Background: an optimization exercise with open tools, aiming at small area. Do not read the settings as production practice.
RTL that was checked went through simulation tests only; none was proved equivalent to the original.
No functional check of the RTL was part of runs 1 to 5.
Power figures rest on the tool's default switching activity, not on a simulated workload.

[design.v]
module dc_aoi222 (
  input  logic [2:0] d,
  input  logic [2:0] s,
  output logic       y
);
  assign y = ~|(d & s);
endmodule
module dc_nand2 (
  input  logic d,
  input  logic s,
  output logic y
);
  assign y = ~(d & s);
endmodule
module dc_nand6 (
  input  logic [5:0] a,
  output logic       y
);
  assign y = ~&a;
endmodule
module dc_sel16 (
  input  logic [15:0] d,
  input  logic [15:0] s,
  output logic        y
);
  logic [5:0] t;
  dc_aoi222 u0 (.d(d[2:0]),   .s(s[2:0]),   .y(t[0]));
  dc_aoi222 u1 (.d(d[5:3]),   .s(s[5:3]),   .y(t[1]));
  dc_aoi222 u2 (.d(d[8:6]),   .s(s[8:6]),   .y(t[2]));
  dc_aoi222 u3 (.d(d[11:9]),  .s(s[11:9]),  .y(t[3]));
  dc_aoi222 u4 (.d(d[14:12]), .s(s[14:12]), .y(t[4]));
  dc_nand2  u5 (.d(d[15]),    .s(s[15]),    .y(t[5]));
  dc_nand6  u6 (.a(t), .y(y));
endmodule
module l1_dcache_ctrl #(
  parameter int ADDR_WIDTH = 32,
  parameter int DATA_WIDTH = 32,
  parameter int LINE_WORDS = 4,
  parameter int NUM_LINES  = 16
) (
  input  logic                             clk,
  input  logic                             rst,
  input  logic                             cpu_req,
  input  logic                             cpu_we,
  input  logic [ADDR_WIDTH-1:0]            cpu_addr,
  input  logic [DATA_WIDTH-1:0]            cpu_wdata,
  input  logic [DATA_WIDTH/8-1:0]          cpu_wstrb,
  output logic [DATA_WIDTH-1:0]            cpu_rdata,
  output logic                             mem_stall,
  output logic                             mem_req,
  output logic                             mem_we,
  output logic [ADDR_WIDTH-1:0]            mem_addr,
  output logic [DATA_WIDTH*LINE_WORDS-1:0] mem_wdata,
  input  logic [DATA_WIDTH*LINE_WORDS-1:0] mem_rdata,
  input  logic                             mem_ack
);
  localparam int NB     = DATA_WIDTH / 8;
  localparam int BOFF_W = $clog2(NB);
  localparam int OFF_W  = $clog2(LINE_WORDS);
  localparam int IDX_W  = $clog2(NUM_LINES);
  localparam int LO_W   = BOFF_W + OFF_W;
  localparam int TAG_W  = ADDR_WIDTH - LO_W - IDX_W;
  localparam int LINE_W = DATA_WIDTH * LINE_WORDS;
  logic busy;
  logic wb;
  logic [NUM_LINES-1:0] valid;
  logic [NUM_LINES-1:0] dirty;
  logic [TAG_W-1:0]     tag_arr  [NUM_LINES];
  logic [LINE_W-1:0]    data_arr [NUM_LINES];
  logic [OFF_W-1:0]  word_sel;
  logic [IDX_W-1:0]  idx;
  logic [TAG_W-1:0]  addr_tag;
  logic [TAG_W-1:0]  cur_tag;
  logic [LINE_W-1:0] cur_line;
  logic [LINE_W-1:0] wr_data;
  logic              hit;
  logic              fill;
  logic              store;
  assign word_sel = cpu_addr[BOFF_W +: OFF_W];
  assign idx      = cpu_addr[LO_W +: IDX_W];
  assign addr_tag = cpu_addr[ADDR_WIDTH-1 -: TAG_W];
  logic [NUM_LINES-1:0] sel;
  always_comb begin
    sel      = '0;
    sel[idx] = 1'b1;
  end
  for (genvar i = 0; i < LINE_W; i++) begin : g_rd
    logic [NUM_LINES-1:0] col;
    for (genvar l = 0; l < NUM_LINES; l++) begin : g_col
      assign col[l] = data_arr[l][i];
    end
    dc_sel16 u_sel (.d(col), .s(sel), .y(cur_line[i]));
  end
  for (genvar i = 0; i < TAG_W; i++) begin : g_tg
    logic [NUM_LINES-1:0] col;
    for (genvar l = 0; l < NUM_LINES; l++) begin : g_col
      assign col[l] = tag_arr[l][i];
    end
    dc_sel16 u_sel (.d(col), .s(sel), .y(cur_tag[i]));
  end
  assign hit      = cpu_req & valid[idx] & (cur_tag == addr_tag);
  assign cpu_rdata = cur_line[word_sel*DATA_WIDTH +: DATA_WIDTH];
  assign mem_stall = ~rst & (busy | (cpu_req & ~hit));
  assign mem_req   = busy;
  assign mem_we    = wb;
  assign mem_addr  = {(wb ? cur_tag : addr_tag), idx, {LO_W{1'b0}}};
  assign mem_wdata = cur_line;
  assign fill    = busy & ~wb & mem_ack;
  assign store   = ~busy & hit & cpu_we;
  assign wr_data = busy ? mem_rdata : {LINE_WORDS{cpu_wdata}};
  always_ff @(posedge clk) begin
    for (int l = 0; l < NUM_LINES; l++) begin
      if (fill && sel[l])
        tag_arr[l] <= addr_tag;
      for (int w = 0; w < LINE_WORDS; w++) begin
        for (int b = 0; b < NB; b++) begin
          if (sel[l] &&
              (fill || (store && word_sel == OFF_W'(w) && cpu_wstrb[b])))
            data_arr[l][w*DATA_WIDTH + b*8 +: 8] <= wr_data[w*DATA_WIDTH + b*8 +: 8];
        end
      end
    end
  end
  always_ff @(posedge clk or posedge rst) begin
    if (rst) begin
      busy  <= 1'b0;
      wb    <= 1'b0;
      valid <= '0;
      dirty <= '0;
    end else begin
      if (busy) begin
        if (mem_ack) begin
          wb <= 1'b0;
          if (!wb) busy <= 1'b0;
        end
      end else begin
        wb <= dirty[idx];
        if (cpu_req && !hit) busy <= 1'b1;
      end
      if (fill) begin
        valid[idx] <= 1'b1;
        dirty[idx] <= 1'b0;
      end else if (store) begin
        dirty[idx] <= 1'b1;
      end
    end
  end
endmodule
[run.sh]
#!/bin/bash
# synth_recipe.tcl (not shown) runs the flow's synth.tcl, then flattens the netlist and writes it again
# the make line also repeats each setting of config.mk as NAME=value (left out here)
make -C /OpenROAD-flow-scripts/flow DESIGN_CONFIG=/design/flow/config.mk WORK_HOME=/design/flow/orfs CLKGATE_MAP_FILE= SYNTH_SCRIPT=/design/flow/synth_recipe.tcl finish
[config.mk]
export PLATFORM = sky130hd
export DESIGN_NAME = l1_dcache_ctrl
export DESIGN_NICKNAME = l1_dcache_ctrl
export VERILOG_FILES = /design/flow/design.v
export SDC_FILE = /design/flow/constraint.sdc
export NUM_CORES = 4
export LEC_CHECK = 0
export CAP_MARGIN = 20
export CORE_MARGIN = 2
export CORE_UTILIZATION = 40
export SLEW_MARGIN = 20
export SYNTH_HIERARCHICAL = 1
[constraint.sdc]
create_clock -name core_clock -period 10.0 [get_ports {clk}]
set_input_delay 2.0000 -clock core_clock [delete_from_list [all_inputs] [get_ports {clk}]]
set_output_delay 2.0000 -clock core_clock [all_outputs]
set_load 0.01 [all_outputs]
==> results by group, run 1 <==
Finish
  • Fin util: a little under half
  • Area growth from synthesis to layout: 17.44%
  • Fin nets: about 5400
  • Commonest non-fill, non-tap cell in the layout: edfxtp_1
  • Most frequent cells in the layout: 2432 x edfxtp_1, 760 x a222oi_1, 417 x nand2_1
  • Post-Layout Cell Count: 8416
  • Share of post-route cells with drive strength above 1: between 10% and 20%

Detailed routing
  • Drt drc: 0
  • Drt pass-1 iters: 14
  • Vias per cell: slightly above 6
  • Post-DR wirelength/cell: 30.85 µm
  • WL final: approximately 260000 µm
  • Via count: a little over 50000
  • First-iteration detailed-routing DRC count: ~8400
  • Final ANT Viol Nets: 0

Logic synthesis
  • Cells after Synth: roughly 4600
  • Main synth FF type: edfxtp_1
  • Synth Warn #: 9
  • Post-synthesis register bit count: 2466
  • Synthesized area: roughly 0.09 mm²
  • Ys async rst share: approximately 1.4%
  • Syn Area/Cell: 19.38 µm²
  • Distinct cells, synth: 39
  • EDFF count, synth: ~2400
  • Register area share after synthesis: between 80% and 90%

GRT
  • Total track usage: 22.01%
  • Global-route wire length before repair: around 360000 µm
  • Largest net degree at the start of global routing: 100
  • Vias in the first global route: 50040
  • GR Overflow Total: 0
  • Initial antenna violation count: 12

STA
  • Final Cycle Share: around 93%
  • RSZ-0062 raised after global routing: false
  • Final Slew Violations: 0
  • Fmax: ~110 MHz
  • Clock Skew: around 0.069 ns
  • Hold violation total from the final report: 0
  • Worst-Margin Slew: ~1.2 ns
  • Endpoints failing setup: 0
  • Setup_tns: 0 ns
  • Slew HR: 19.84%
  • Tmin final: 9.334 ns
  • Final setup margin: between 0.6 and 0.7 ns

Floorplan
  • # rows: 173
  • Die Area: 0.2284 mm²
  • Core Region: 0.2227 mm²
  • Io pins: 396
  • Die height: 477.9 µm
  • Starting density of the core: between 40% and 50%
  • Die X-Extent: approximately 480 µm

Critical path
  • Reg2reg end: data_arr[15][66]
  • Crit Path Category: input port to output port
  • Crit path capture type: output port
  • WP data required: roughly 8 ns
  • Crit Reg-Reg Startpoint: tag_arr[9][10]
  • Worst R2R Path Depth: 9
  • Worst Path Max Fanout: 86
  • Crit path DAT: around 7.3 ns
  • Reg-to-reg slack, setup: 5.02 ns
  • Startpoint types: input port

Status
  • Status: no timing/DRC/antenna violations

Min path
  • Worst Hold Endpoint: valid[0]
  • HP Start: valid[0]
  • Worst Hold Depth: 1
  • Worst min path class: flop to flop

Clocking
  • Clock latency (worst-skew pair): ~0.87 ns
  • Clock-pin transition on the worst setup and hold timing paths: 0.06 ns
  • Setup bufs post-CTS: 0
  • Hold_buf cts: 0
  • Sink Count: around 2500
  • Root Buffer: clkbuf_16
  • Clk buf depth: 3
  • CTS tree: done
  • Post-CTS sizing: 0
  • CTS buffer count: 236
  • H-Tree Depth: 4

Place
  • Post-Place Cells: roughly 8000
  • DP HPWL: between 150000 and 200000 µm
  • GP Congestion: about 0.83
  • IO buf count: between 300 and 400
  • Pre-CTS setup slack: just over 0.6 ns

Flow run
  • Max-Cap Viols: 0

Pwr
  • P_leak: ~0.033 µW
  • Pwr dens: 211.7 mW/mm²
  • Max VDD drop: 0.1761 mV
  • Overall power: between 20000 and 25000 µW
Yosys stat by module, one instance, submodules excluded, a selection:
| module | cells | copies in the design | area (µm²) | flip-flops and latches |
|---|---|---|---|---|
| l1_dcache_ctrl | 3420 | 1 | 79570 | 2466 |
| dc_nand2 | 1 | 152 | 3.754 | 0 |
| dc_aoi222 | 1 | 760 | 10.01 | 0 |
| dc_nand6 | 2 | 152 | 13.76 | 0 |
worst max-delay path by stage:
stage                      startpoint                to  slack, ns
final                     cpu_addr[4]         mem_stall       0.67
after CTS                 cpu_addr[4]         mem_stall       0.68
after global routing      cpu_addr[4]         mem_stall       0.38
after floorplan           cpu_addr[5]         mem_stall       0.12
after detailed placement  cpu_addr[4]  data_arr[15][70]       0.61
after global placement    cpu_addr[4]  data_arr[15][70]       0.75
sequential cells by signal (all words and copies together), names as in the netlist, named ones only:
name,count
valid,16
busy,1
wb,1
tag_arr,384
data_arr,2048
cell families after synthesis:
| logic type | count (synthesis) | synth area share, % |
|---|---|---|
| fa+ha+maj | 4 | 0.05571 |
| compound gates | 1042 | 10.12 |
| xor+xnor | 24 | 0.2340 |
| mux | 68 | 1.389 |
| other cells | 1 | 0.004174 |
| simple gates | 876 | 5.192 |
| flops | 2466 | 82.24 |
| buf+inv | 155 | 0.7716 |
power breakdown:
part,switching (µW),internal (µW),leakage [µW]
Clock,3830,4860,0.00367
Combinational,1280,559,0.00655
Sequential,33.1,11800,0.0224
Total,5150,17200,0.0326
stage by stage:
step           area (µm²)  hold WS [ns]
6_report           105500        0.4665
5_1_grt            105500        0.4778
4_1_cts            105400        0.4690
3_5_place_dp        97900        0.4515
3_3_place_gp        97870        0.4427
2_1_floorplan       89850        0.4250
metal layers:
layer  part of all wire, %  track usage [%]
met5                 0.020                0
met4                   3.5            7.930
met3                   9.6            4.186
met2                    48            36.34
met1                    39            29.07
synth_stat cells, types with 34 or more instances:
cell type,n,area share [%]
a222oi_1,760,8.5
edfxtp_1,2432,81
and4_1,153,1.5
mux4_2,38,0.95
nand2_1,431,1.8
clkbuf_1,80,0.33
dfrtp_1,34,0.95
nand2b_1,50,0.35
a21oi_1,257,1.4
inv_1,37,0.15
nand3_1,181,1.0
layout make-up:
cell class,instances,area [µm²]
clock buffer,300,6251
timing repair buffer,475,4697
fill,18460,117200
inverter,37,219.0
tap,2975,3722
sequential,2466,73880
multi-input combinational,2018,15440
clock inverter,140,1279
antenna,5,12.51
critical path, stage by stage:
cell             delay, ns
clkdlybuf4s50_1       0.77
inv_1                 0.13
ha_1                  0.29
o32ai_2               0.90
nand2_2               0.19
inv_6                 0.76
a222oi_1              0.18
nand3_1               0.26
xnor2_1               0.15
nand4_1               0.28
nor4_4                0.39
and4_1                0.35
nor3_1                0.10
clkdlybuf4s50_1       0.48
==> run 2, diff against run 1 <==
--- a/config.mk
+++ b/config.mk
@@ -8,5 +8,7 @@
 export CAP_MARGIN = 20
 export CORE_MARGIN = 2
 export CORE_UTILIZATION = 40
+export CTS_BUF_LIST = sky130_fd_sc_hd__clkbuf_8
+export CTS_CLUSTER_SIZE = 30
 export SLEW_MARGIN = 20
 export SYNTH_HIERARCHICAL = 1
==> results by group, run 2 <==
STA
  • Worst-Margin Slew: 1.196 ns (-0.006306 ns)
  • RSZ-0062 raised after global routing: false
  • Tmin final: 9.359 ns (+0.02498 ns)
  • Final Slew Violations: 0 (unchanged)
  • Setup_tns: 0 ns (unchanged)
  • Final setup margin: 0.6412 ns (-0.02498 ns)
  • Final Cycle Share: 93.59% (+0.25 points)
  • Endpoints failing setup: 0 (unchanged)
  • Clock Skew: 0.08324 ns (+0.01398 ns)
  • Fmax: 106.9 MHz (-0.27%)
  • Hold violation total from the final report: 0 (unchanged)
  • Slew HR: 20.26% (+0.42 points)

Detailed routing
  • Drt pass-1 iters: 13 (-1)
  • Final ANT Viol Nets: 0 (unchanged)
  • First-iteration detailed-routing DRC count: 8464 (+0.28%)
  • WL final: 262700 µm (+1.2%)
  • Via count: 52220 (+1.4%)
  • Drt drc: 0 (unchanged)
  • Post-DR wirelength/cell: 30.41 µm (-1.4%)
  • Vias per cell: 6.047 (-1.2%)

Logic synthesis
  • Synth cell count leaders: 2432 x edfxtp_1, 760 x a222oi_1, 431 x nand2_1
  • Cell accounting for the most synthesized area: edfxtp_1
  • Most common cell in the synthesized netlist: edfxtp_1
  • Register area share after synthesis: 82.24% (unchanged)
  • EDFF count, synth: 2432 (unchanged)
  • Main synth FF type: edfxtp_1
  • Distinct cells, synth: 39 (unchanged)
  • Synthesized area: 0.08984 mm² (unchanged)
  • Post-synth top area share: 81.29% (unchanged)
  • Synth Warn #: 9 (unchanged)
  • Ys async rst share: 1.379% (unchanged)
  • Synth top area cells: edfxtp_1 81%, a222oi_1 8.5%, nand2_1 1.8%
  • Post-synthesis register bit count: 2466 (unchanged)
  • Syn Area/Cell: 19.38 µm² (unchanged)
  • Cells after Synth: 4636 (unchanged)

Clocking
  • CTS buffer count: 400 (+69%)
  • Setup bufs post-CTS: 0 (unchanged)
  • Clock-pin transition on the worst setup and hold timing paths: 0.05 ns (about the same)
  • H-Tree Depth: 5 (+1)
  • Clk buf depth: 4 (+1)
  • Root Buffer: clkbuf_8
  • Clock latency (worst-skew pair): 1.09 ns (+0.22 ns)
  • Sink Count: 2466 (unchanged)
  • CTS tree: done
  • Post-CTS sizing: 0 (unchanged)
  • Hold_buf cts: 0 (unchanged)

Min path
  • Worst min path class: flop to flop

GRT
  • Vias in the first global route: 51700 (+3.3%)
  • Largest net degree at the start of global routing: 100 (unchanged)
  • GR Overflow Total: 0 (unchanged)
  • Global-route wire length before repair: 368000 µm (+1.1%)
  • Initial antenna violation count: 9 (-3)
  • Total track usage: 22.22% (+0.21 points)

Critical path
  • WP data required: 8.00 ns (about the same)
  • Crit Path Category: input port to output port
  • Crit path DAT: 7.36 ns (+0.03 ns)
  • Startpoint types: input port
  • Crit path capture type: output port
  • Worst Path Max Fanout: 86 (unchanged)

Place
  • Pre-CTS setup slack: 0.6070 ns (unchanged)
  • IO buf count: 389 (unchanged)
  • DP HPWL: 152800 µm (unchanged)
  • GP Congestion: 0.8263 (unchanged)

Floorplan
  • Die X-Extent: 477.9 µm (unchanged)
  • Core Region: 0.2227 mm² (unchanged)
  • Io pins: 396 (unchanged)
  • # rows: 173 (unchanged)
  • Starting density of the core: 40.33% (unchanged)
  • Die Area: 0.2284 mm² (unchanged)
  • Die height: 477.9 µm (unchanged)

Pwr
  • P_leak: 0.03288 µW (+0.76%)
  • Pwr dens: 202.7 mW/mm² (-4.3%)
  • Max VDD drop: 0.1408 mV (-20%)

Finish
  • Commonest non-fill, non-tap cell in the layout: edfxtp_1
  • Share of post-route cells with drive strength above 1: 11.80% (+1.5 points)
  • Largest registers: data_arr x2048, tag_arr x384, valid x16
  • Most flops, register: data_arr
  • Most frequent cells in the layout: 2432 x edfxtp_1, 760 x a222oi_1, 417 x nand2_1
  • Max reg flops: 2048 (unchanged)
  • Fillers: 18710 (+1.3%)
  • Area growth from synthesis to layout: 16.49%
  • Fin nets: 5607 (+3.1%)

Status
  • Status: no timing/DRC/antenna violations

Flow run
  • Max-Cap Viols: 0 (unchanged)
-- run 2: modules after synthesis, one instance, submodules excluded, excerpt --
module	flops+latches	cells inside	area, µm²
dc_nand6	0	2	13.76
dc_nand2	0	1	3.754
l1_dcache_ctrl	2466	3420	79570
dc_aoi222	0	1	10.01
-- run 2: path summary, 6_finish.rpt --
check | start | to | slack [ns] | cells past startpoint
worst max-delay path | cpu_addr[4] | mem_stall | 0.64 | 14
worst min-delay path | valid[0] | valid[0] | 0.47 | 1
worst max register to register | tag_arr[12][11] | data_arr[15][66] | 4.97 | 9
worst min register to register | valid[0] | valid[0] | 0.47 | 1
max in group asynchronous | rst | async pin | 8.15 | 3
min in group asynchronous | rst | busy | 1.44 | 3
-- run 2: kinds of logic (layout without fill, tap and decap cells) --
family	after synthesis	in the layout	share of synthesized area (%)
AND/OR/NAND/NOR	876	876	5.192
XOR/XNOR	24	24	0.2340
AO/OA/AOI/OAI	1042	1042	10.12
adder cells (fa/ha/maj)	4	4	0.05571
flip-flops	2466	2466	82.24
buffers and inverters	155	1167	0.7716
multiplexers	68	68	1.389
other	1	14	0.004174
-- run 2: final cells by class --
class | instances | area (µm²) | share of cell area, %
repair buffers | 479 | 4727 | 4.517
flip-flops and latches | 2466 | 73880 | 70.60
inverters | 37 | 219.0 | 0.2092
clock buffers | 405 | 5574 | 5.326
diodes | 10 | 25.02 | 0.02391
clock inverters | 246 | 1065 | 1.017
well taps | 2975 | 3722 | 3.557
multi-input cells | 2018 | 15430 | 14.75
-- run 2: through the flow --
step | instances | cell area (µm²) | hold WS, ns | total power (µW) | util, %
5_1_grt | 8635 | 104600 | 0.4766 | 21870 | 46.98
4_1_cts | 8622 | 104500 | 0.4673 | 21330 | 46.93
2_1_floorplan | 4639 | 89850 | 0.4250 | 12850 | -
3_3_place_gp | 7970 | 97870 | 0.4427 | 13810 | 43.94
3_5_place_dp | 7971 | 97900 | 0.4515 | 13860 | 43.95
6_report | 8636 | 104700 | 0.4663 | 21210 | 46.98
-- run 2: power by group --
group          leakage [µW]  total [µW]  switching (µW)  internal (µW)
Clock               0.00390        7550            3770           3780
Combinational       0.00657        1850            1290            559
Sequential           0.0224       11800            33.2          11800
Total                0.0329       21200            5090          16100
-- run 2: layer usage --
layer | part of all wire (%) | global-route usage [%] | vias up
met5 | 0.047 | 0 | -
met4 | 3.8 | 9.228 | 8
met3 | 9.9 | 4.382 | 475
met2 | 48 | 36.24 | 3050
met1 | 38 | 29.13 | 26540
li1 | - | - | 22150
-- run 2: worst max-delay path, stage by stage --
cell             delay, ns
clkdlybuf4s50_1       0.77
inv_1                 0.13
ha_1                  0.29
o32ai_2               0.89
nand2_2               0.19
inv_6                 0.76
a222oi_1              0.18
nand3_1               0.26
xnor2_1               0.15
nand4_1               0.29
nor4_4                0.41
and4_1                0.36
nor3_1                0.10
clkdlybuf4s50_1       0.48
==> run 3, diff against run 2 <==
==> flow/run.sh (new file) <==
#!/bin/bash
set -euo pipefail
export BUFFER_PORTS_ARGS="-buffer_cell sky130_fd_sc_hd__buf_1"
export CTS_ARGS="-sink_clustering_enable -repair_clock_nets -buf_list sky130_fd_sc_hd__clkbuf_16 -sink_buffer_max_cap_derate 0.04 -sink_clustering_size 30 -sink_clustering_max_diameter 100"
bash standard.sh > standard_flow.log 2>&1
==> standard.sh (new file) <==
#!/bin/bash
# synth_recipe.tcl (not shown) runs the flow's synth.tcl, then flattens the netlist and writes it again
# the make line also repeats each setting of config.mk as NAME=value (left out here)
make -C /OpenROAD-flow-scripts/flow DESIGN_CONFIG=/design/flow/config.mk WORK_HOME=/design/flow/orfs CLKGATE_MAP_FILE= SYNTH_SCRIPT=/design/flow/synth_recipe.tcl "${@:-finish}"
--- a/config.mk
+++ b/config.mk
@@ -8,7 +8,5 @@
 export CAP_MARGIN = 20
 export CORE_MARGIN = 2
 export CORE_UTILIZATION = 40
-export CTS_BUF_LIST = sky130_fd_sc_hd__clkbuf_8
-export CTS_CLUSTER_SIZE = 30
 export SLEW_MARGIN = 20
 export SYNTH_HIERARCHICAL = 1
removed: run.sh
==> results by group, run 3 <==
Status
  • Status: no timing/DRC/antenna violations

Finish
  • Fin nets: 5285 (-5.7%)
  • Share of post-route cells with drive strength above 1: 6.392% (-5.4 points)
  • Commonest non-fill, non-tap cell in the layout: edfxtp_1
  • Fillers: 19190 (+2.6%)
  • Largest registers: data_arr x2048, tag_arr x384, valid x16
  • Most flops, register: data_arr
  • Area of the multi-input gates: 0.01547 mm² (+0.21%)
  • Register area: 0.07388 mm² (unchanged)
  • Most frequent cells in the layout: 2432 x edfxtp_1, 760 x a222oi_1, 417 x nand2_1
  • Max reg flops: 2048 (unchanged)
  • Area growth from synthesis to layout: 9.127%

Floorplan
  • Starting density of the core: 40.33% (unchanged)
  • Die Area: 0.2284 mm² (unchanged)
  • Die height: 477.9 µm (unchanged)
  • Core Region: 0.2227 mm² (unchanged)
  • Die X-Extent: 477.9 µm (unchanged)
  • Io pins: 396 (unchanged)
  • # rows: 173 (unchanged)

Logic synthesis
  • Post-Synth XOR/XNOR Area: 0.2340% (unchanged)
  • Synthesized area: 0.08984 mm² (unchanged)
  • Synth Area in Simple Gates: 5.192% (unchanged)
  • EDFF count, synth: 2432 (unchanged)
  • Synth Warn #: 9 (unchanged)
  • Syn Area/Cell: 19.38 µm² (unchanged)
  • Cell accounting for the most synthesized area: edfxtp_1
  • Most common cell in the synthesized netlist: edfxtp_1
  • Largest family of logic cells by synthesized area: compound AO/OA/AOI/OAI gates
  • Main synth FF type: edfxtp_1
  • Post-synthesis register bit count: 2466 (unchanged)
  • Synth Area in Compound Gates: 10.12% (unchanged)
  • Post-synth top area share: 81.29% (unchanged)
  • Synth top area cells: edfxtp_1 81%, a222oi_1 8.5%, nand2_1 1.8%
  • Cells after Synth: 4636 (unchanged)
  • Register area share after synthesis: 82.24% (unchanged)
  • Synth cell count leaders: 2432 x edfxtp_1, 760 x a222oi_1, 431 x nand2_1
  • Distinct cells, synth: 39 (unchanged)
  • Mux contribution to synthesized area: 1.389% (unchanged)
  • Ys async rst share: 1.379% (unchanged)
  • Synth Area in Adders: 0.05571% (unchanged)

Critical path
  • Crit Reg-Reg Startpoint: tag_arr[9][2]
  • Worst Path Max Fanout: 64 (-26%)
  • Cell Chain, Critical Path: buf_1, inv_1, ha_1, and2_1, a21oi_1, o32ai_2, buf_4, nand2_2, buf_4, inv_6, buf_4, buf_4, a222oi_1, nand3_1, mux4_2, buf_1
  • Reg-to-reg slack, setup: 4.98 ns (about the same)
  • Slowest CP cell: buf_4
  • WP data required: 8.00 ns (about the same)
  • Startpoint types: input port
  • Crit Path Category: input port to output port
  • Worst R2R Path Depth: 9 (unchanged)
  • Crit path DAT: 7.24 ns (-0.12 ns)
  • Worst path most repeated cell: buf_4
  • Reg2reg end: data_arr[11][122]
  • CP delay by family, top: buffers and inverters
  • Crit path capture type: output port
  • Max stage delay on crit path: 0.59 ns (-0.30 ns)
  • WP buf/inv: 8 (+4)

STA
  • Fmax: 108.2 MHz (+1.3%)
  • Tmin final: 9.242 ns (-0.1169 ns)
  • Final Slew Violations: 0 (unchanged)
  • Endpoints failing setup: 0 (unchanged)
  • Worst-Margin Slew: 1.189 ns (-0.007057 ns)
  • RSZ-0062 raised after global routing: false
  • Final Cycle Share: 92.42% (-1.2 points)
  • Hold violation total from the final report: 0 (unchanged)
  • Setup_tns: 0 ns (unchanged)
  • Clock Skew: 0.05625 ns (-0.02698 ns)
  • Slew HR: 20.73% (+0.47 points)

Detailed routing
  • Post-DR wirelength/cell: 31.70 µm (+4.2%)
  • Final ANT Viol Nets: 0 (unchanged)
  • First-iteration detailed-routing DRC count: 8951 (+5.8%)
  • Drt pass-1 iters: 14 (+1)
  • WL final: 256200 µm (-2.5%)
  • Via count: 50600 (-3.1%)
  • Drt drc: 0 (unchanged)
  • Vias per cell: 6.260 (+3.5%)

GRT
  • Global-route wire length before repair: 357800 µm (-2.8%)
  • Largest net degree at the start of global routing: 209 (+110%)
  • Vias in the first global route: 48580 (-6.0%)
  • Total track usage: 21.64% (-0.58 points)
  • Initial antenna violation count: 19 (+10)
  • GR Overflow Total: 0 (unchanged)

Clocking
  • Hold_buf cts: 0 (unchanged)
  • H-Tree Depth: 3 (-2)
  • CTS tree: done
  • Clk buf depth: 3 (-1)
  • Sink Count: 2466 (unchanged)
  • Post-CTS sizing: 0 (unchanged)
  • Clock latency (worst-skew pair): 0.79 ns (-0.30 ns)
  • Clock-pin transition on the worst setup and hold timing paths: 0.11 ns (+0.06 ns)
  • Root Buffer: clkbuf_16
  • CTS buffer count: 93 (-77%)
  • Setup bufs post-CTS: 0 (unchanged)

Pwr
  • Max VDD drop: 0.1374 mV (-2.4%)
  • P_leak: 0.02917 µW (-11%)
  • Switching share of power: 23.62% (-0.37 points)
  • Clock power share: 26.1% (-9.5 points)
  • Comb pwr share: 9.0% (+0.3 points)
  • Switching power: 4297 µW (-16%)
  • P_int: 13890 µW (-14%)
  • Reg power frac: 64.9% (+9.2 points)
  • Overall power: 18190 µW (-14%)
  • Pwr dens: 185.5 mW/mm² (-8.5%)

Min path
  • Worst Hold Endpoint: valid[6]
  • HP Start: valid[6]
  • Worst Hold Depth: 1 (unchanged)
  • Worst min path class: flop to flop

Flow run
  • Max-Cap Viols: 0 (unchanged)

Place
  • IO buf count: 389 (unchanged)
  • GP Congestion: 0.8279 (+0.19%)
  • DP HPWL: 150100 µm (-1.8%)
## run 3: cell counts after synthesis
No cell type changed its count.
## run 3: area by class of cell
type,instances,area share (%)
inverters,37,0.2233
flip-flops and latches,2466,75.36
clock buffers,95,2.425
well taps,2975,3.797
clock inverters,20,0.1940
repair buffers,464,2.204
multi-input cells,2018,15.78
diodes,7,0.01787
## run 3: per-layer routing
layer  track usage (%)  share of wire, %  vias to the layer above
li1                  -                 -                    21260
met1             29.11                38                    26180
met2             34.98                48                     2814
met3             4.284                10                      321
met4             7.744               3.7                       22
met5            0.3571             0.088                        -
## run 3: logic make-up after synthesis
family | count (synthesis)
DFF | 2466
and+or+nand+nor | 876
adders and majority gates | 4
muxes | 68
buffers and inverters | 155
AOI/OAI and AO/OA | 1042
xor gates and xnor gates | 24
other | 1
## run 3: worst reg2reg max path: stages, from the launching register on
cell	delay (ns)
edfxtp_1	0.38
a222oi_1	0.41
and4_1	0.26
nand3_1	0.13
xnor2_1	0.24
nand4_1	0.20
nor4_4	0.40
buf_4	0.44
nand4_1	0.93
a21oi_1	1.28
## run 3: per-module statistics from Yosys (local to each module, per instance), excerpt
module | copies in the design | cell area, µm² | flip-flops and latches
dc_nand2 | 152 | 3.754 | 0
dc_aoi222 | 760 | 10.01 | 0
dc_nand6 | 152 | 13.76 | 0
l1_dcache_ctrl | 1 | 79570 | 2466
## run 3: how the worst max path moves through the flow
| stage | from | endpoint | slack [ns] | cells past startpoint |
|---|---|---|---|---|
| after floorplan | cpu_addr[5] | mem_stall | 0.12 | 19 |
| after global placement | cpu_addr[5] | mem_stall | 0.93 | 19 |
| after detailed placement | cpu_addr[5] | mem_stall | 0.90 | 19 |
| after CTS | cpu_addr[5] | mem_stall | 0.90 | 19 |
| final | cpu_addr[5] | cpu_rdata[5] | 0.76 | 16 |
| after global routing | cpu_addr[5] | mem_stall | 0.58 | 19 |
## run 3: power by group through the flow
stage          clock network (µW)  logic (µW)  registers, µW
4_1_cts                      4800        1620          11800
2_1_floorplan                   0         843          12000
6_report                     4750        1630          11800
5_1_grt                      5120        1720          11800
3_3_place_gp                    0        1570          12000
3_5_place_dp                    0        1620          12000
## run 3: metrics by stage
step / cells / util (%) / worst slack (ns) / hold slack (ns) / area [µm²]
after global routing: 8079 / 44.01 / 0.5771 / 0.4915 / 98030
final: 8082 / 44.02 / 0.7581 / 0.4741 / 98040
after detailed placement: 7958 / 42.81 / 0.9050 / 0.4489 / 95350
after CTS: 8073 / 43.96 / 0.8999 / 0.4780 / 97920
after floorplan: 4639 / - / 0.1232 / 0.4250 / 89850
after global placement: 7956 / 42.79 / 0.9264 / 0.4426 / 95310
==> run 4, diff against run 3 <==
==> flow/run.sh (replaced) <==
#!/bin/bash
set -euo pipefail
export BUFFER_PORTS_ARGS="-buffer_cell sky130_fd_sc_hd__buf_1"
export CTS_ARGS="-sink_clustering_enable -repair_clock_nets -buf_list sky130_fd_sc_hd__clkbuf_8 -sink_buffer_max_cap_derate 0.04 -sink_clustering_size 18 -sink_clustering_max_diameter 100"
bash standard.sh > standard_flow.log 2>&1
==> results by group, run 4 <==
Logic synthesis
  • Post-synthesis register bit count: 2466 (unchanged)
  • Cells after Synth: 4636 (unchanged)
  • Synth top area cells: edfxtp_1 81%, a222oi_1 8.5%, nand2_1 1.8%
  • Synthesized area: 0.08984 mm² (unchanged)
  • Synth cell count leaders: 2432 x edfxtp_1, 760 x a222oi_1, 431 x nand2_1
  • Ys async rst share: 1.379% (unchanged)
  • Register area share after synthesis: 82.24% (unchanged)
  • EDFF count, synth: 2432 (unchanged)
  • Distinct cells, synth: 39 (unchanged)
  • Synth Warn #: 9 (unchanged)
  • Main synth FF type: edfxtp_1
  • Post-synth top area share: 81.29% (unchanged)
  • Cell accounting for the most synthesized area: edfxtp_1
  • Most common cell in the synthesized netlist: edfxtp_1
  • Syn Area/Cell: 19.38 µm² (unchanged)

Floorplan
  • Io pins: 396 (unchanged)
  • Core Region: 0.2227 mm² (unchanged)
  • Die Area: 0.2284 mm² (unchanged)
  • Die X-Extent: 477.9 µm (unchanged)
  • Starting density of the core: 40.33% (unchanged)
  • Die height: 477.9 µm (unchanged)
  • # rows: 173 (unchanged)

Detailed routing
  • Post-DR wirelength/cell: 31.55 µm (-0.45%)
  • Drt drc: 0 (unchanged)
  • Final ANT Viol Nets: 0 (unchanged)
  • Via count: 50950 (+0.70%)
  • First-iteration detailed-routing DRC count: 8576 (-4.2%)
  • WL final: 257500 µm (+0.51%)
  • Drt pass-1 iters: 12 (-2)
  • Vias per cell: 6.244 (-0.26%)

GRT
  • Initial antenna violation count: 19 (unchanged)
  • GR Overflow Total: 0 (unchanged)
  • Total track usage: 21.84% (+0.21 points)
  • Vias in the first global route: 49220 (+1.3%)
  • Global-route wire length before repair: 360400 µm (+0.73%)
  • Largest net degree at the start of global routing: 209 (unchanged)

Pwr
  • Pwr dens: 183.2 mW/mm² (-1.3%)
  • P_leak: 0.02915 µW (about the same)
  • Overall power: 17930 µW (-1.4%)
  • Max VDD drop: 0.1359 mV (-1.1%)

Finish
  • Most flops, register: data_arr
  • Most frequent cells in the layout: 2432 x edfxtp_1, 760 x a222oi_1, 417 x nand2_1
  • Max reg flops: 2048 (unchanged)
  • Final instance area: 0.09786 mm² (-0.18%)
  • Fin nets: 5347 (+1.2%)
  • Share of post-route cells with drive strength above 1: 7.615% (+1.2 points)
  • Commonest non-fill, non-tap cell in the layout: edfxtp_1
  • Fillers: 19250 (+0.29%)
  • Largest registers: data_arr x2048, tag_arr x384, valid x16
  • Area growth from synthesis to layout: 8.929%

Clocking
  • Clock latency (worst-skew pair): 0.94 ns (+0.15 ns)
  • CTS tree: done
  • Post-CTS sizing: 0 (unchanged)
  • Clock-pin transition on the worst setup and hold timing paths: 0.11 ns (about the same)
  • Hold_buf cts: 0 (unchanged)
  • Sink Count: 2466 (unchanged)
  • Setup bufs post-CTS: 0 (unchanged)
  • CTS buffer count: 155 (+67%)
  • H-Tree Depth: 4 (+1)
  • Root Buffer: clkbuf_8
  • Clk buf depth: 3 (unchanged)

Place
  • Area post-placement: 0.09535 mm² (unchanged)
  • GP Congestion: 0.8279 (unchanged)
  • DP HPWL: 150100 µm (unchanged)
  • IO buf count: 389 (unchanged)

STA
  • Worst-Margin Slew: 1.173 ns (-0.01652 ns)
  • Fmax: 108.1 MHz (-0.14%)
  • Setup_tns: 0 ns (unchanged)
  • Hold violation total from the final report: 0 (unchanged)
  • Tmin final: 9.255 ns (+0.01305 ns)
  • Final Slew Violations: 0 (unchanged)
  • RSZ-0062 raised after global routing: false
  • Slew HR: 21.83% (+1.1 points)
  • Clock Skew: 0.04920 ns (-0.007052 ns)
  • Endpoints failing setup: 0 (unchanged)
  • Final Cycle Share: 92.55% (+0.13 points)

Critical path
  • Reg2reg end: data_arr[12][75]
  • Setup crit start: cpu_addr[5]
  • Crit path capture type: output port
  • Crit Path Category: input port to output port
  • Startpoint types: input port
  • Crit Reg-Reg Startpoint: tag_arr[9][2]
  • WP data required: 8.00 ns (about the same)
  • Worst Path Max Fanout: 57 (-11%)
  • Reg-to-reg slack, setup: 4.94 ns (-0.04 ns)
  • Crit path DAT: 7.25 ns (about the same)
  • Worst Setup EP: mem_stall
  • Worst R2R Path Depth: 9 (unchanged)

Min path
  • Worst min path class: flop to flop
  • HP Start: valid[6]

Flow run
  • Max-Cap Viols: 0 (unchanged)

Status
  • Status: no timing/DRC/antenna violations
-- run 4: cell count changes in the layout (fill, tap and decap cells not counted), moves of 2 or more --
| cell | change |
|---|---|
| clkinv_8 | -2 |
| clkbuf_16 | -95 |
| inv_1 | +6 |
| clkinvlp_4 | +5 |
| clkbuf_8 | +159 |
| inv_6 | +2 |
| diode_2 | +4 |
-- run 4: cells by family (layout without fill, tap and decap cells) --
family          count (synthesis)  after routing  synth area share [%]
buf+inv                       155            690                0.7716
compound gates               1042           1042                 10.12
other cells                     1             15              0.004174
xor+xnor                       24             24                0.2340
flops                        2466           2466                 82.24
simple gates                  876            876                 5.192
mux                            68             68                 1.389
fa+ha+maj                       4              4               0.05571
-- run 4: power breakdown --
group	internal, µW	switching (µW)	total [µW]
clock	1470	3030	4500
sequential	11800	43.3	11800
combinational	362	1270	1630
total	13600	4340	17900
-- run 4: modules after synthesis, one instance, submodules excluded, a selection --
| module | area [µm²] | flops+latches | times used | cells |
|---|---|---|---|---|
| l1_dcache_ctrl | 79570 | 2466 | 1 | 3420 |
| dc_nand2 | 3.754 | 0 | 152 | 1 |
| dc_nand6 | 13.76 | 0 | 152 | 2 |
| dc_aoi222 | 10.01 | 0 | 760 | 1 |
-- run 4: layer usage --
metal	wire length (µm)	global-route usage [%]	vias up
met5	287	0.3571	-
met4	8929	8.074	24
met3	25450	4.680	374
met2	123500	35.12	2871
met1	99360	29.22	26310
li1	-	-	21370
-- run 4: worst max-delay path, stage by stage --
cell and delay (ns):
buf_1 0.27, inv_1 0.20, ha_1 0.30, and2_1 0.18
a21oi_1 0.21, o32ai_2 0.13, buf_4 0.23, nand2_2 0.07
buf_4 0.59, inv_6 0.44, a222oi_1 0.43, nand3_1 0.25
xnor2_1 0.20, nand4_1 0.26, nor4_4 0.40, buf_4 0.44
and4_1 0.30, nor3_1 0.12, buf_1 0.16
-- run 4: area by class of cell --
cell class | instances | area [µm²] | area share [%]
flip-flops and latches | 2466 | 73880 | 75.50
multi-input cells | 2018 | 15470 | 15.80
well taps | 2975 | 3722 | 3.804
clock buffers | 159 | 2188 | 2.236
repair buffers | 464 | 2161 | 2.208
inverters | 37 | 219.0 | 0.2237
clock inverters | 30 | 191.4 | 0.1956
diodes | 11 | 27.53 | 0.02813
-- run 4: worst min path at each step --
stage	end	cells after the start	slack (ns)
2_1_floorplan	valid[1]	1	0.43
3_3_place_gp	valid[5]	1	0.44
3_5_place_dp	valid[15]	1	0.45
4_1_cts	valid[6]	1	0.48
5_1_grt	valid[5]	1	0.49
6_report	valid[6]	1	0.47
-- run 4: stage by stage --
stage | setup WS (ns) | hold slack (ns) | instances | utilization, %
after detailed placement | 0.9050 | 0.4489 | 7958 | 42.81
after global routing | 0.5795 | 0.4919 | 8155 | 43.93
after CTS | 0.8999 | 0.4787 | 8147 | 43.88
final | 0.7451 | 0.4740 | 8160 | 43.94
after floorplan | 0.1232 | 0.4250 | 4639 | -
after global placement | 0.9264 | 0.4426 | 7956 | 42.79
==> run 5, diff against run 4 <==
--- a/design.v
+++ b/design.v
@@ -12,8 +12,14 @@
 );
   assign y = ~(d & s);
 endmodule
-module dc_nand6 (
-  input  logic [5:0] a,
+module dc_and3 (
+  input  logic [2:0] a,
+  output logic       y
+);
+  assign y = &a;
+endmodule
+module dc_nand4 (
+  input  logic [3:0] a,
   output logic       y
 );
   assign y = ~&a;
@@ -24,13 +30,15 @@
   output logic        y
 );
   logic [5:0] t;
+  logic       u;
   dc_aoi222 u0 (.d(d[2:0]),   .s(s[2:0]),   .y(t[0]));
   dc_aoi222 u1 (.d(d[5:3]),   .s(s[5:3]),   .y(t[1]));
   dc_aoi222 u2 (.d(d[8:6]),   .s(s[8:6]),   .y(t[2]));
   dc_aoi222 u3 (.d(d[11:9]),  .s(s[11:9]),  .y(t[3]));
   dc_aoi222 u4 (.d(d[14:12]), .s(s[14:12]), .y(t[4]));
   dc_nand2  u5 (.d(d[15]),    .s(s[15]),    .y(t[5]));
-  dc_nand6  u6 (.a(t), .y(y));
+  dc_and3   u6 (.a(t[2:0]), .y(u));
+  dc_nand4  u7 (.a({u, t[5:3]}), .y(y));
 endmodule
 module l1_dcache_ctrl #(
   parameter int ADDR_WIDTH = 32,
@@ -107,17 +115,19 @@
   assign mem_wdata = cur_line;
   assign fill    = busy & ~wb & mem_ack;
   assign store   = ~busy & hit & cpu_we;
-  assign wr_data = busy ? mem_rdata : {LINE_WORDS{cpu_wdata}};
+  logic [DATA_WIDTH-1:0] merged;
+  always_comb begin
+    for (int b = 0; b < NB; b++)
+      merged[b*8 +: 8] = cpu_wstrb[b] ? cpu_wdata[b*8 +: 8] : cpu_rdata[b*8 +: 8];
+  end
+  assign wr_data = busy ? mem_rdata : {LINE_WORDS{merged}};
   always_ff @(posedge clk) begin
     for (int l = 0; l < NUM_LINES; l++) begin
       if (fill && sel[l])
         tag_arr[l] <= addr_tag;
       for (int w = 0; w < LINE_WORDS; w++) begin
-        for (int b = 0; b < NB; b++) begin
-          if (sel[l] &&
-              (fill || (store && word_sel == OFF_W'(w) && cpu_wstrb[b])))
-            data_arr[l][w*DATA_WIDTH + b*8 +: 8] <= wr_data[w*DATA_WIDTH + b*8 +: 8];
-        end
+        if (sel[l] && (fill || (store && word_sel == OFF_W'(w))))
+          data_arr[l][w*DATA_WIDTH +: DATA_WIDTH] <= wr_data[w*DATA_WIDTH +: DATA_WIDTH];
       end
     end
   end
==> flow/run.sh (replaced) <==
#!/bin/bash
set -euo pipefail
export BUFFER_PORTS_ARGS="-buffer_cell sky130_fd_sc_hd__buf_1"
export CTS_ARGS="-sink_clustering_enable -repair_clock_nets -buf_list {sky130_fd_sc_hd__clkbuf_8 sky130_fd_sc_hd__clkbuf_16} -root_buf sky130_fd_sc_hd__clkbuf_16 -sink_clustering_buffer sky130_fd_sc_hd__clkbuf_8 -sink_buffer_max_cap_derate 0.04 -sink_clustering_size 16 -sink_clustering_max_diameter 100"
bash standard.sh > standard_flow.log 2>&1
==> results by group, run 5 <==
Place
  • DP HPWL: 179300 µm (+19%)
  • GP Congestion: 0.8231 (-0.58%)
  • IO buf count: 389 (unchanged)

STA
  • RSZ-0062 raised after global routing: false
  • Hold violation total from the final report: 0 (unchanged)
  • Slew HR: 16.88% (-5.0 points)
  • Endpoints failing setup: 0 (unchanged)
  • Setup_tns: 0 ns (unchanged)
  • Final Slew Violations: 0 (unchanged)
  • Final Cycle Share: 94.67% (+2.1 points)
  • Fmax: 105.6 MHz (-2.2%)
  • Tmin final: 9.467 ns (+0.2122 ns)
  • Worst-Margin Slew: 1.247 ns (+0.07410 ns)
  • Clock Skew: 0.06732 ns (+0.01812 ns)

Critical path
  • WP buf/inv: 3 (-4)
  • CP delay by family, top: simple AND/OR/NAND/NOR gates
  • Startpoint types: input port
  • Crit path capture type: output port
  • Slowest CP cell: o21ai_2
  • Worst Path Max Fanout: 88 (+54%)
  • Crit path DAT: 7.47 ns (+0.22 ns)
  • WP data required: 8.00 ns (about the same)
  • Crit Path Category: input port to output port
  • Worst R2R Path Depth: 10 (+1)
  • Reg-to-reg slack, setup: 5.27 ns (+0.33 ns)
  • Max stage delay on crit path: 0.94 ns (+0.35 ns)
  • Crit Reg-Reg Startpoint: tag_arr[3][21]
  • Cell Chain, Critical Path: buf_1, or3_1, a21oi_1, o21ai_2, inv_8, a222oi_1, nand4_1, xnor2_1, nand4_1, nor4_4, and2_1, a211oi_1, buf_1
  • Reg2reg end: data_arr[15][103]

Detailed routing
  • Drt pass-1 iters: 13 (+1)
  • Vias per cell: 6.485 (+3.9%)
  • Post-DR wirelength/cell: 37.87 µm (+20%)
  • Drt drc: 0 (unchanged)
  • WL final: 300900 µm (+17%)
  • First-iteration detailed-routing DRC count: 10570 (+23%)
  • Via count: 51540 (+1.2%)
  • Final ANT Viol Nets: 0 (unchanged)

Logic synthesis
  • Most common cell in the synthesized netlist: edfxtp_1
  • Synth Area in Simple Gates: 3.839% (-1.4 points)
  • Synth top area cells: edfxtp_1 83%, a222oi_1 8.6%, nand4_1 1.1%
  • Main synth FF type: edfxtp_1
  • EDFF count, synth: 2432 (unchanged)
  • Syn Area/Cell: 20.78 µm² (+7.2%)
  • Cells after Synth: 4254 (-8.2%)
  • Cell accounting for the most synthesized area: edfxtp_1
  • Register area share after synthesis: 83.57% (+1.3 points)
  • Post-Synth XOR/XNOR Area: 0.2477% (+0.014 points)
  • Synthesized area: 0.08841 mm² (-1.6%)
  • Distinct cells, synth: 53 (+36%)
  • Ys async rst share: 1.379% (unchanged)
  • Synth Area in Compound Gates: 10.14% (+0.027 points)
  • Synth cell count leaders: 2432 x edfxtp_1, 760 x a222oi_1, 161 x nand2_1
  • Synth Warn #: 9 (unchanged)
  • Post-synthesis register bit count: 2466 (unchanged)
  • Synth Area in Adders: 0.05661% (+0.00090 points)
  • Mux contribution to synthesized area: 1.691% (+0.30 points)
  • Largest family of logic cells by synthesized area: compound AO/OA/AOI/OAI gates
  • Post-synth top area share: 82.60% (+1.3 points)

Clocking
  • H-Tree Depth: 4 (unchanged)
  • CTS tree: done
  • Post-CTS sizing: 0 (unchanged)
  • Clock latency (worst-skew pair): 0.81 ns (-0.13 ns)
  • Root Buffer: clkbuf_16
  • Setup bufs post-CTS: 0 (unchanged)
  • Sink Count: 2466 (unchanged)
  • CTS buffer count: 173 (+12%)
  • Clock-pin transition on the worst setup and hold timing paths: 0.10 ns (about the same)
  • Hold_buf cts: 0 (unchanged)
  • Clk buf depth: 3 (unchanged)

Floorplan
  • Core Region: 0.2197 mm² (-1.4%)
  • Starting density of the core: 40.24% (-0.097 points)
  • Io pins: 396 (unchanged)
  • Die height: 474.1 µm (-0.79%)
  • Die X-Extent: 474.1 µm (-0.79%)
  • # rows: 172 (-0.58%)
  • Die Area: 0.2248 mm² (-1.6%)

Finish
  • Commonest non-fill, non-tap cell in the layout: edfxtp_1
  • Fin util: 44.79% (+0.85 points)
  • Area growth from synthesis to layout: 11.31%
  • Max reg flops: 2048 (unchanged)
  • Most flops, register: data_arr
  • Area of the multi-input gates: 0.01476 mm² (-4.5%)
  • Largest registers: data_arr x2048, tag_arr x384, valid x16
  • Share of post-route cells with drive strength above 1: 11.54% (+3.9 points)
  • Fin nets: 5136 (-3.9%)
  • Most frequent cells in the layout: 2432 x edfxtp_1, 760 x a222oi_1, 387 x buf_1
  • Register area: 0.07388 mm² (unchanged)
  • Fillers: 18740 (-2.6%)

GRT
  • GR Overflow Total: 0 (unchanged)
  • Largest net degree at the start of global routing: 111 (-47%)
  • Initial antenna violation count: 49 (+30)
  • Met1 GRT Util: 34.27% (+5.1 points)
  • Met3 usage: 7.867% (+3.2 points)
  • Global-route wire length before repair: 401500 µm (+11%)
  • Global routing's busiest layer: met2
  • Vias in the first global route: 47840 (-2.8%)
  • Met2 GRT Util: 39.49% (+4.4 points)
  • Total track usage: 26.10% (+4.3 points)

Flow run
  • Max-Cap Viols: 0 (unchanged)

Min path
  • Worst Hold Depth: 1 (unchanged)
  • Worst Hold Endpoint: valid[12]
  • Worst min path class: flop to flop
  • HP Start: valid[12]

Pwr
  • Pwr dens: 210.5 mW/mm² (+15%)
  • P_leak: 0.02987 µW (+2.5%)
  • Overall power: 20720 µW (+16%)
  • Max VDD drop: 0.2017 mV (+48%)

Status
  • Status: no timing/DRC/antenna violations
## run 5: cell types whose count changed after synthesis, moves of 30 or more
cell      change
a21oi_1     -253
nand3_1     -178
nand2_1     -270
clkbuf_1     -47
nor2_1       +82
nand2b_1     -48
and4_1      -153
a21o_1      +129
mux2i_1      +30
nand4_1     +143
and3_1      +154
## run 5: layer usage
layer | part of all wire (%) | vias to the layer above
met4 | 5.5 | 58
met1 | 36 | 26530
met3 | 14 | 543
met5 | 0.13 | -
met2 | 45 | 3848
li1 | - | 20560
## run 5: cells by family after synthesis
kind of cell | after synthesis
adders and majority gates | 4
DFF | 2466
muxes | 96
buffers and inverters | 84
other | 1
and+or+nand+nor | 636
xor gates and xnor gates | 25
AOI/OAI and AO/OA | 942
## run 5: worst register-to-register path, stage by stage (launching register included)
cell      delay [ns]
edfxtp_1        0.38
a222oi_1        0.34
and3_1          0.21
nand4_1         0.22
xnor2_1         0.22
nand4_1         0.23
nor4_4          0.87
a41oi_4         0.24
buf_4           0.33
nor2_4          0.89
buf_4           0.44
## run 5: layout make-up
cell class	instances	area share (%)
Timing Repair Buffer	557	2.933
Tap cell	2958	3.761
Clock buffer	179	2.709
Clock inverter	32	0.2352
Multi-Input combinational cell	1707	15.00
Antenna cell	22	0.05594
Inverter	26	0.2212
Sequential cell	2466	75.08
## run 5: modules after synthesis, one instance, submodules excluded, excerpt
module | cell area (µm²) | copies in the design
dc_and3 | 6.256 | 152
dc_nand2 | 3.754 | 152
dc_nand4 | 6.256 | 152
l1_dcache_ctrl | 78330 | 1
dc_aoi222 | 10.01 | 760
## run 5: worst max path at each step
stage | endpoint | from | slack, ns | cells after the start
after floorplan | mem_stall | cpu_addr[5] | 1.02 | 15
after global placement | mem_stall | cpu_addr[7] | 0.89 | 13
after detailed placement | mem_stall | cpu_addr[7] | 0.80 | 13
after CTS | mem_stall | cpu_addr[7] | 0.77 | 13
after global routing | mem_stall | cpu_addr[7] | 0.36 | 13
final | mem_stall | cpu_addr[7] | 0.53 | 13
## run 5: report_power, final
part           switching [µW]  internal (µW)  total, µW
clock network            3150           1820       4970
registers                77.4          12500      12600
logic                    2530            604       3140
total                    5760          15000      20700
## run 5: through the flow
step / setup WS (ns) / hold slack [ns] / cells / instance area (µm²)
after floorplan: 1.016 / 0.4240 / 4257 / 88420
after global placement: 0.8866 / 0.4407 / 7710 / 95340
after detailed placement: 0.7985 / 0.4473 / 7714 / 95430
after CTS: 0.7735 / 0.4726 / 7925 / 98330
after global routing: 0.3643 / 0.4857 / 7928 / 98360
final: 0.5328 / 0.4683 / 7947 / 98410
==> run 6, diff against run 5 <==
--- a/design.v
+++ b/design.v
@@ -1,45 +1,3 @@
-module dc_aoi222 (
-  input  logic [2:0] d,
-  input  logic [2:0] s,
-  output logic       y
-);
-  assign y = ~|(d & s);
-endmodule
-module dc_nand2 (
-  input  logic d,
-  input  logic s,
-  output logic y
-);
-  assign y = ~(d & s);
-endmodule
-module dc_and3 (
-  input  logic [2:0] a,
-  output logic       y
-);
-  assign y = &a;
-endmodule
-module dc_nand4 (
-  input  logic [3:0] a,
-  output logic       y
-);
-  assign y = ~&a;
-endmodule
-module dc_sel16 (
-  input  logic [15:0] d,
-  input  logic [15:0] s,
-  output logic        y
-);
-  logic [5:0] t;
-  logic       u;
-  dc_aoi222 u0 (.d(d[2:0]),   .s(s[2:0]),   .y(t[0]));
-  dc_aoi222 u1 (.d(d[5:3]),   .s(s[5:3]),   .y(t[1]));
-  dc_aoi222 u2 (.d(d[8:6]),   .s(s[8:6]),   .y(t[2]));
-  dc_aoi222 u3 (.d(d[11:9]),  .s(s[11:9]),  .y(t[3]));
-  dc_aoi222 u4 (.d(d[14:12]), .s(s[14:12]), .y(t[4]));
-  dc_nand2  u5 (.d(d[15]),    .s(s[15]),    .y(t[5]));
-  dc_and3   u6 (.a(t[2:0]), .y(u));
-  dc_nand4  u7 (.a({u, t[5:3]}), .y(y));
-endmodule
 module l1_dcache_ctrl #(
   parameter int ADDR_WIDTH = 32,
   parameter int DATA_WIDTH = 32,
@@ -87,25 +45,8 @@
   assign word_sel = cpu_addr[BOFF_W +: OFF_W];
   assign idx      = cpu_addr[LO_W +: IDX_W];
   assign addr_tag = cpu_addr[ADDR_WIDTH-1 -: TAG_W];
-  logic [NUM_LINES-1:0] sel;
-  always_comb begin
-    sel      = '0;
-    sel[idx] = 1'b1;
-  end
-  for (genvar i = 0; i < LINE_W; i++) begin : g_rd
-    logic [NUM_LINES-1:0] col;
-    for (genvar l = 0; l < NUM_LINES; l++) begin : g_col
-      assign col[l] = data_arr[l][i];
-    end
-    dc_sel16 u_sel (.d(col), .s(sel), .y(cur_line[i]));
-  end
-  for (genvar i = 0; i < TAG_W; i++) begin : g_tg
-    logic [NUM_LINES-1:0] col;
-    for (genvar l = 0; l < NUM_LINES; l++) begin : g_col
-      assign col[l] = tag_arr[l][i];
-    end
-    dc_sel16 u_sel (.d(col), .s(sel), .y(cur_tag[i]));
-  end
+  assign cur_line = data_arr[idx];
+  assign cur_tag  = tag_arr[idx];
   assign hit      = cpu_req & valid[idx] & (cur_tag == addr_tag);
   assign cpu_rdata = cur_line[word_sel*DATA_WIDTH +: DATA_WIDTH];
   assign mem_stall = ~rst & (busy | (cpu_req & ~hit));
@@ -115,19 +56,17 @@
   assign mem_wdata = cur_line;
   assign fill    = busy & ~wb & mem_ack;
   assign store   = ~busy & hit & cpu_we;
-  logic [DATA_WIDTH-1:0] merged;
-  always_comb begin
-    for (int b = 0; b < NB; b++)
-      merged[b*8 +: 8] = cpu_wstrb[b] ? cpu_wdata[b*8 +: 8] : cpu_rdata[b*8 +: 8];
-  end
-  assign wr_data = busy ? mem_rdata : {LINE_WORDS{merged}};
+  assign wr_data = busy ? mem_rdata : {LINE_WORDS{cpu_wdata}};
   always_ff @(posedge clk) begin
     for (int l = 0; l < NUM_LINES; l++) begin
-      if (fill && sel[l])
+      if (fill && idx == IDX_W'(l))
         tag_arr[l] <= addr_tag;
       for (int w = 0; w < LINE_WORDS; w++) begin
-        if (sel[l] && (fill || (store && word_sel == OFF_W'(w))))
-          data_arr[l][w*DATA_WIDTH +: DATA_WIDTH] <= wr_data[w*DATA_WIDTH +: DATA_WIDTH];
+        for (int b = 0; b < NB; b++) begin
+          if (idx == IDX_W'(l) &&
+              (fill || (store && word_sel == OFF_W'(w) && cpu_wstrb[b])))
+            data_arr[l][w*DATA_WIDTH + b*8 +: 8] <= wr_data[w*DATA_WIDTH + b*8 +: 8];
+        end
       end
     end
   end
==> run.sh (new file) <==
#!/bin/bash
# synth_recipe.tcl (not shown) runs the flow's synth.tcl, then flattens the netlist and writes it again
# the make line also repeats each setting of config.mk as NAME=value (left out here)
make -C /OpenROAD-flow-scripts/flow DESIGN_CONFIG=/design/flow/config.mk WORK_HOME=/design/flow/orfs CLKGATE_MAP_FILE= SYNTH_SCRIPT=/design/flow/synth_recipe.tcl finish
--- a/config.mk
+++ b/config.mk
@@ -9,4 +9,3 @@
 export CORE_MARGIN = 2
 export CORE_UTILIZATION = 40
 export SLEW_MARGIN = 20
-export SYNTH_HIERARCHICAL = 1
removed: flow/run.sh
removed: standard.sh
==> results by group, run 6 <==
STA
  • Slew HR: 14.36% (-2.5 points)
  • Worst-Margin Slew: 1.280 ns (+0.03342 ns)
  • Hold Worst Slack: 0.4592 ns (-0.009079 ns)
  • Tmin final: 9.375 ns (-0.09230 ns)
  • RSZ-0062 raised after global routing: false
  • Setup_tns: 0 ns (unchanged)
  • Final Slew Violations: 0 (unchanged)
  • Endpoints failing setup: 0 (unchanged)
  • Clock Skew: 0.08606 ns (+0.01873 ns)
  • Fmax: 106.7 MHz (+0.98%)
  • Hold violation total from the final report: 0 (unchanged)
  • Final Cycle Share: 93.75% (-0.92 points)

Floorplan
  • Starting density of the core: 40.29% (+0.049 points)
  • Io pins: 396 (unchanged)
  • Die X-Extent: 488.2 µm (+3.0%)
  • # rows: 177 (+2.9%)
  • Core Region: 0.2328 mm² (+5.9%)
  • Die height: 488.2 µm (+3.0%)
  • Die Area: 0.2383 mm² (+6.0%)

Logic synthesis
  • Register area share after synthesis: 78.79% (-4.8 points)
  • Ys async rst share: 1.379% (unchanged)
  • Synth cell count leaders: 2432 x edfxtp_1, 486 x nor2_1, 455 x a22oi_1
  • Post-synth top area share: 77.88% (-4.7 points)
  • Mux contribution to synthesized area: 1.908% (+0.22 points)
  • Post-Synth XOR/XNOR Area: 0.04670% (-0.20 points)
  • Cell accounting for the most synthesized area: edfxtp_1
  • Largest family of logic cells by synthesized area: compound AO/OA/AOI/OAI gates
  • Post-synthesis register bit count: 2466 (unchanged)
  • Synth Area in Compound Gates: 11.37% (+1.2 points)
  • Synth Area in Simple Gates: 5.866% (+2.0 points)
  • Syn Area/Cell: 16.79 µm² (-19%)
  • Synth top area cells: edfxtp_1 78%, a22oi_1 3.6%, a22o_1 2.0%
  • EDFF count, synth: 2432 (unchanged)
  • Distinct cells, synth: 71 (+34%)
  • Most common cell in the synthesized netlist: edfxtp_1
  • Synth Warn #: 3 (-6)
  • Synth Area in Adders: 0.06672% (+0.010 points)
  • Cells after Synth: 5586 (+31%)
  • Main synth FF type: edfxtp_1
  • Synthesized area: 0.09377 mm² (+6.1%)

Critical path
  • WP data required: 8.00 ns (about the same)
  • Worst R2R Path Depth: 10 (unchanged)
  • Crit path DAT: 7.37 ns (-0.10 ns)
  • Crit Path Category: input port to output port
  • Worst Path Max Fanout: 41 (-53%)
  • Startpoint types: input port
  • Crit path capture type: output port

Finish
  • Max reg flops: 2048 (unchanged)
  • Most flops, register: data_arr
  • Commonest non-fill, non-tap cell in the layout: edfxtp_1
  • Fin nets: 6280 (+22%)
  • Fillers: 19580 (+4.5%)
  • Area growth from synthesis to layout: 17.74%
  • Largest registers: data_arr x2048, tag_arr x384, valid x16
  • Area of the multi-input gates: 0.01852 mm² (+25%)
  • Share of post-route cells with drive strength above 1: 11.80% (+0.26 points)
  • Most frequent cells in the layout: 2432 x edfxtp_1, 455 x a22oi_1, 433 x nor2_1
  • Register area: 0.07388 mm² (unchanged)

Clocking
  • Clk buf depth: 3 (unchanged)
  • CTS buffer count: 233 (+35%)
  • Sink Count: 2466 (unchanged)
  • Clock-pin transition on the worst setup and hold timing paths: 0.06 ns (-0.04 ns)
  • Root Buffer: clkbuf_16
  • H-Tree Depth: 4 (unchanged)
  • Clock latency (worst-skew pair): 0.91 ns (+0.10 ns)
  • Setup bufs post-CTS: 0 (unchanged)
  • CTS tree: done
  • Post-CTS sizing: 0 (unchanged)
  • Hold_buf cts: 0 (unchanged)

Pwr
  • Max VDD drop: 0.1781 mV (-12%)
  • P_leak: 0.03495 µW (+17%)
  • Pwr dens: 206.0 mW/mm² (-2.1%)

GRT
  • Total track usage: 28.78% (+2.7 points)
  • Vias in the first global route: 55890 (+17%)
  • Initial antenna violation count: 43 (-12%)
  • Global-route wire length before repair: 470600 µm (+17%)
  • GR Overflow Total: 0 (unchanged)
  • Largest net degree at the start of global routing: 106 (-4.5%)

Detailed routing
  • Drt pass-1 iters: 7 (-6)
  • Vias per cell: 6.370 (-1.8%)
  • Via count: 60070 (+17%)
  • Drt drc: 0 (unchanged)
  • Post-DR wirelength/cell: 37.27 µm (-1.6%)
  • WL final: 351500 µm (+17%)
  • Final ANT Viol Nets: 0 (unchanged)
  • First-iteration detailed-routing DRC count: 10900 (+3.2%)

Place
  • IO buf count: 389 (unchanged)
  • GP Congestion: 0.9144 (+11%)
  • DP HPWL: 223200 µm (+25%)

Flow run
  • Max-Cap Viols: 0 (unchanged)

Min path
  • Worst Hold Depth: 1 (unchanged)
  • Worst min path class: flop to flop

Status
  • Status: no timing/DRC/antenna violations
==> run 6: changes by cell type in the layout (fill, tap and decap cells not counted), moves of 79 or more <==
cell             previous run  this run
clkbuf_8                  161         6
a221oi_1                    1       187
nand4_1                   157        52
and3_1                    154        68
nor2_1                     12       433
clkbuf_16                  18       235
buf_1                     387         0
a21o_1                    129         1
clkdlybuf4s50_1             0       376
nand2_1                   161       353
a22o_1                      0       210
a41oi_1                     0        79
a222oi_1                  760       112
a22oi_1                     0       455
==> run 6: cell type report <==
cell class                 instances  share of cell area, %
timing repair buffer             650                  5.989
inverter                          32                 0.1088
sequential                      2466                  66.92
tap                             3132                  3.549
multi-input combinational       2691                  16.77
clock inverter                   118                 0.9622
antenna                           33                0.07480
clock buffer                     308                  5.620
==> run 6: path summary, 6_finish.rpt <==
kind	startpoint	end	slack, ns
min in group asynchronous	rst	busy	1.53
worst max-delay path	cpu_addr[5]	cpu_rdata[3]	0.63
worst max register to register	tag_arr[6][19]	data_arr[10][122]	4.85
worst min-delay path	valid[8]	valid[8]	0.46
max in group asynchronous	rst	valid[3]	8.10
worst min register to register	valid[8]	valid[8]	0.46
==> run 6: where the power goes <==
part	total (µW)	internal (µW)	switching, µW
combinational	2350	649	1700
sequential	11800	11800	39.2
clock	8580	4690	3880
==> run 6: routing by layer <==
layer	vias to the layer above	global-route usage [%]	share of wire, %
met5	-	0.1633	0.035
met4	12	18.26	7.3
met1	30750	37.99	36
li1	23810	-	-
met2	4685	43.00	44
met3	808	6.603	12
==> run 6: logic make-up after synthesis <==
kind of cell             Yosys count
XOR/XNOR                           5
multiplexers                     125
adder cells (fa/ha/maj)            5
flip-flops                      2466
AO/OA/AOI/OAI                   1314
buffers and inverters            432
AND/OR/NAND/NOR                 1238
other                              1
==> run 6: critical path: stages <==
cell and delay, ns:
clkdlybuf4s50_1 0.82, buf_4 0.28, ha_4 0.56, inv_1 0.31, nor2_4 0.85, buf_12 0.35
a22oi_1 0.14, and3_1 0.20, a41oi_1 0.63, mux4_2 0.54, clkdlybuf4s50_1 0.59
==> run 6: stage by stage <==
step | worst slack [ns] | area, µm² | total power, µW | util (%) | instances
floorplan | 2.692 | 93780 | 12920 | - | 5589
global placement | 0.7619 | 102700 | 14270 | 44.10 | 8954
detailed placement | 0.7451 | 102900 | 14310 | 44.21 | 8965
CTS | 0.7185 | 110200 | 22670 | 47.33 | 9391
global route | 0.6652 | 110400 | 23160 | 47.41 | 9408
finish | 0.6251 | 110400 | 22750 | 47.43 | 9430

-- separate check: timing with driven ports --
In the flow no input, the clock included, has a driving cell. The finished layouts below were timed again as built, in two steps. Step 1: set_driving_cell puts a clkbuf_16 on clk and a buf_2 on each other input, an assumption about the parent block. Step 2 adds t to the input delays and takes it off the output delays; t is the mean of the earliest and latest rising clock arrival at the registers after step 1. Input paths then give back, and output paths get back, about the clock's delay inside the block. a / b / c = ideal / step 1 / step 2; a / b = the first two.
run | t (ns) | setup WS [ns] | latest minus earliest clock arrival (ns)
run 1 | 0.935 | 0.666 / 0.566 / 0.555 | 0.083 / 0.083
run 2 | 1.116 | 0.641 / 0.543 / 0.501 | 0.128 / 0.127
run 3 | 0.838 | 0.758 / 0.723 / 0.723 | 0.057 / 0.056
run 4 | 1.000 | 0.745 / 0.710 / 0.710 | 0.050 / 0.049
run 5 | 0.857 | 0.533 / 0.507 / 0.507 | 0.076 / 0.075
run 6 | 0.960 | 0.625 / 0.599 / 0.599 | 0.086 / 0.086
After both steps setup and hold are still met in every run listed. The setup slack of run 2, which loses most, moves by -0.098 ns with the drivers and by -0.140 ns with both steps.
